Background: an optimization exercise with open tools, aiming at small area. Do not read the settings as production practice.
Function was checked by simulation only, so behaviour that the tests miss may differ from the original.
Power is estimated from default activity; no workload was simulated.

// accel_top
module accel_top (
    input  logic                               clk,
    input  logic                               sync_reset,
    input  logic                               awvalid,
    output logic                               awready,
    input  logic [csr_pkg::CSR_ADDR_WIDTH-1:0] awaddr,
    input  logic                               wvalid,
    output logic                               wready,
    input  logic [csr_pkg::CSR_DATA_WIDTH-1:0] wdata,
    input  logic [csr_pkg::CSR_STRB_WIDTH-1:0] wstrb,
    output logic                               bvalid,
    input  logic                               bready,
    output logic [1:0]                         bresp,
    input  logic                               arvalid,
    output logic                               arready,
    input  logic [csr_pkg::CSR_ADDR_WIDTH-1:0] araddr,
    output logic                               rvalid,
    input  logic                               rready,
    output logic [csr_pkg::CSR_DATA_WIDTH-1:0] rdata,
    output logic [1:0]                         rresp,
    input  logic                               s_axis_tvalid,
    output logic                               s_axis_tready,
    input  accel_pkg::sample_t                 s_axis_tdata,
    input  logic                               s_axis_tlast,
    output logic                               m_axis_tvalid,
    input  logic                               m_axis_tready,
    output accel_pkg::sample_t                 m_axis_tdata,
    output logic                               m_axis_tlast
);
    logic                              enable;
    accel_pkg::act_mode_t              act_mode;
  ...
For scale: about 1600 cells after synthesis, ~590 flip-flops, roughly 120 I/O pins, ~0.024 mm² of cells after synthesis.
==> module pool_unit, before the edit <==
module pool_unit (
    input  logic                  clk,
    input  logic                  sync_reset,
    input  logic                  in_valid,
    output logic                  in_ready,
    input  accel_pkg::sample_t    in_data,
    input  logic                  in_last,
    input  accel_pkg::pool_type_t pool_type,
    output logic                  out_valid,
    input  logic                  out_ready,
    output accel_pkg::sample_t    out_data,
    output logic                  out_last
);
    logic                                  have_first;
    accel_pkg::sample_t                    first_data;
    logic                                  in_fire;
    logic                                  close;
    logic signed [accel_pkg::DATA_WIDTH:0] pair_sum;
    accel_pkg::sample_t                    pooled;
    assign in_ready = !out_valid || out_ready;
    assign in_fire  = in_valid && in_ready;
    assign close = in_fire && (have_first || in_last);
    logic                                  use_avg;
    logic signed [accel_pkg::DATA_WIDTH:0] addend;
    assign use_avg  = (pool_type == accel_pkg::POOL_AVG);
    assign addend   = {in_data[accel_pkg::DATA_WIDTH-1], in_data} ^ {(accel_pkg::DATA_WIDTH+1){!use_avg}};
    assign pair_sum = {first_data[accel_pkg::DATA_WIDTH-1], first_data} + addend
                      + {{accel_pkg::DATA_WIDTH{1'b0}}, !use_avg};
    always_comb begin
        if (!have_first) begin
            pooled = in_data;
        end else if (use_avg) begin
            pooled = accel_pkg::sample_t'(pair_sum[accel_pkg::DATA_WIDTH:1]);
        end else begin
            pooled = pair_sum[accel_pkg::DATA_WIDTH] ? in_data : first_data;
        end
    end
    always_ff @(posedge clk or posedge sync_reset) begin
        if (sync_reset) begin
            have_first <= 1'b0;
            out_valid  <= 1'b0;
        end else begin
            if (in_fire) begin
                have_first <= !close;
            end
            out_valid <= close || (out_valid && !out_ready);
        end
    end
    always_ff @(posedge clk) begin
        if (!have_first) begin
            first_data <= in_data;
        end
        if (in_ready) begin
            out_data <= pooled;
            out_last <= in_last;
        end
    end
endmodule
==> flow/config.mk <==
export PLATFORM = sky130hd
export DESIGN_NAME = accel_top
export DESIGN_NICKNAME = accel_top
export VERILOG_FILES = /design/flow/design.v
export SDC_FILE = /design/flow/constraint.sdc
export NUM_CORES = 4
export LEC_CHECK = 0
export CAP_MARGIN = 20
export CORE_MARGIN = 2
export CORE_UTILIZATION = 40
export SLEW_MARGIN = 20
==> flow/constraint.sdc <==
create_clock -name core_clock -period 4.0 [get_ports {clk}]
set_input_delay 0.8000 -clock core_clock [delete_from_list [all_inputs] [get_ports {clk}]]
set_output_delay 0.8000 -clock core_clock [all_outputs]
set_load 0.01 [all_outputs]
standard.sh (not shown) runs the stock make flow with config.mk's settings and CLKGATE_MAP_FILE= SYNTH_SCRIPT=/design/flow/synth_recipe.tcl, a recipe that flattens the netlist after the stock synthesis.
==> flow/flow/run.sh <==
#!/bin/bash
# The standard layout (the standard.sh: ORFS synthesis, floorplan, power
# grid, placement, CTS and routing) with three changes to how it is built:
#  - synthesis is the standard flow's own synthesis script, except that ABC maps the
#    logic with flow/abc.script (ABC's usual liberty-mapping recipe:
#    fraig/scorr/dc2 then dch -f and &nf) instead of ORFS's speed script;
#    the flip-flops are mapped exactly as before, by dfflibmap, and ABC does
#    not see them;
#  - the port buffers that buffer_ports inserts are the smallest plain buffer
#    (sky130_fd_sc_hd__buf_1) instead of a delay cell; repair_design still
#    resizes any that need more drive;
#  - clock tree synthesis clusters up to 25 sinks within 80 um per leaf
#    buffer, uses clkbuf_16 only and inserts no dummy loads.
# Each tool's full output goes to the ORFS logs under orfs/logs/ and the make
# output to standard.log, both in this folder.
set -euo pipefail
here=$(pwd)

# synth_core.tcl: ORFS's synth.tcl with the ABC script swapped
sed "s#^source \$::env(SCRIPTS_DIR)/synth_preamble.tcl\$#&\nset abc_args [lreplace \$abc_args 1 1 $here/flow/abc.script]#" \
  "$FLOW_HOME/scripts/synth.tcl" > synth_core.tcl
grep -q "flow/abc.script" synth_core.tcl
# flow_synth.tcl: the standard flow's synthesis script, sourcing synth_core.tcl
sed "s#^source \$::env(SCRIPTS_DIR)/synth.tcl\$#source $here/synth_core.tcl#" \
  synth_recipe.tcl > flow_synth.tcl
grep -q "synth_core.tcl" flow_synth.tcl

CTS="-sink_clustering_enable -repair_clock_nets -dont_use_dummy_load"
CTS="$CTS -buf_list {sky130_fd_sc_hd__clkbuf_16}"
CTS="$CTS -sink_clustering_size 25 -sink_clustering_max_diameter 80"
bash standard.sh \
  "SYNTH_SCRIPT=$here/flow_synth.tcl" \
  "BUFFER_PORTS_ARGS=-buffer_cell sky130_fd_sc_hd__buf_1" \
  "CTS_ARGS=$CTS" \
  finish > standard.log 2>&1
==> flow/flow/abc.script <==
strash
&get -n
&fraig -x
&put
scorr
dc2
strash
&get -n
&dch -f
&nf
&put
buffer -c
topo
stime -c
upsize -c
dnsize -c
The starting point finished with timing, DRC and antenna clean.
Edit:
--- a/flow/design.v
+++ b/flow/design.v
@@ -224,23 +224,18 @@
     logic signed [accel_pkg::DATA_WIDTH:0] pair_sum;
     accel_pkg::sample_t                    pooled;
     assign in_ready = !out_valid || out_ready;
     assign in_fire  = in_valid && in_ready;
     assign close = in_fire && (have_first || in_last);
-    logic                                  use_avg;
-    logic signed [accel_pkg::DATA_WIDTH:0] addend;
-    assign use_avg  = (pool_type == accel_pkg::POOL_AVG);
-    assign addend   = {in_data[accel_pkg::DATA_WIDTH-1], in_data} ^ {(accel_pkg::DATA_WIDTH+1){!use_avg}};
-    assign pair_sum = {first_data[accel_pkg::DATA_WIDTH-1], first_data} + addend
-                      + {{accel_pkg::DATA_WIDTH{1'b0}}, !use_avg};
+    assign pair_sum = first_data + in_data;
     always_comb begin
         if (!have_first) begin
             pooled = in_data;
-        end else if (use_avg) begin
+        end else if (pool_type == accel_pkg::POOL_AVG) begin
             pooled = accel_pkg::sample_t'(pair_sum[accel_pkg::DATA_WIDTH:1]);
         end else begin
-            pooled = pair_sum[accel_pkg::DATA_WIDTH] ? in_data : first_data;
+            pooled = (in_data > first_data) ? in_data : first_data;
         end
     end
     always_ff @(posedge clk or posedge sync_reset) begin
         if (sync_reset) begin
             have_first <= 1'b0;
What happened: The changed run completed without violations. Utilization is about the same. Cell area grows by 0.79%. Clock skew shrinks by 14 ps. Sequential share of layout area shrinks by 0.51 points. Final cell count grows by 1.7%. Worst setup slack stays flat. Total power grows by 1.3%. Via count grows by 2.5%.

-- static timing again, ports no longer ideal --
Ports are ideal in the flow. The routed layouts listed here were re-timed in OpenROAD.
Step 1 sets driving cells, clkbuf_16 on the clock port and buf_2 on the other inputs (assumed; they add their load-dependent delay and slew).
Step 2 times the ports against the registers' clock, not the clock port: input delays grow and output delays shrink by t, the midpoint of the rising clock arrivals with the driver on.
a / b / c = no drivers / after step 1 / after step 2; a / b = the first two.
| run | t (ns) | setup slack, ns | cell pins on the clock port's net |
|---|---|---|---|
| the first run | 0.643 | 0.491 / 0.491 / 0.491 | 1 |
| the second run | 0.663 | 0.488 / 0.488 / 0.488 | 1 |
After both steps every run listed still meets setup and hold.
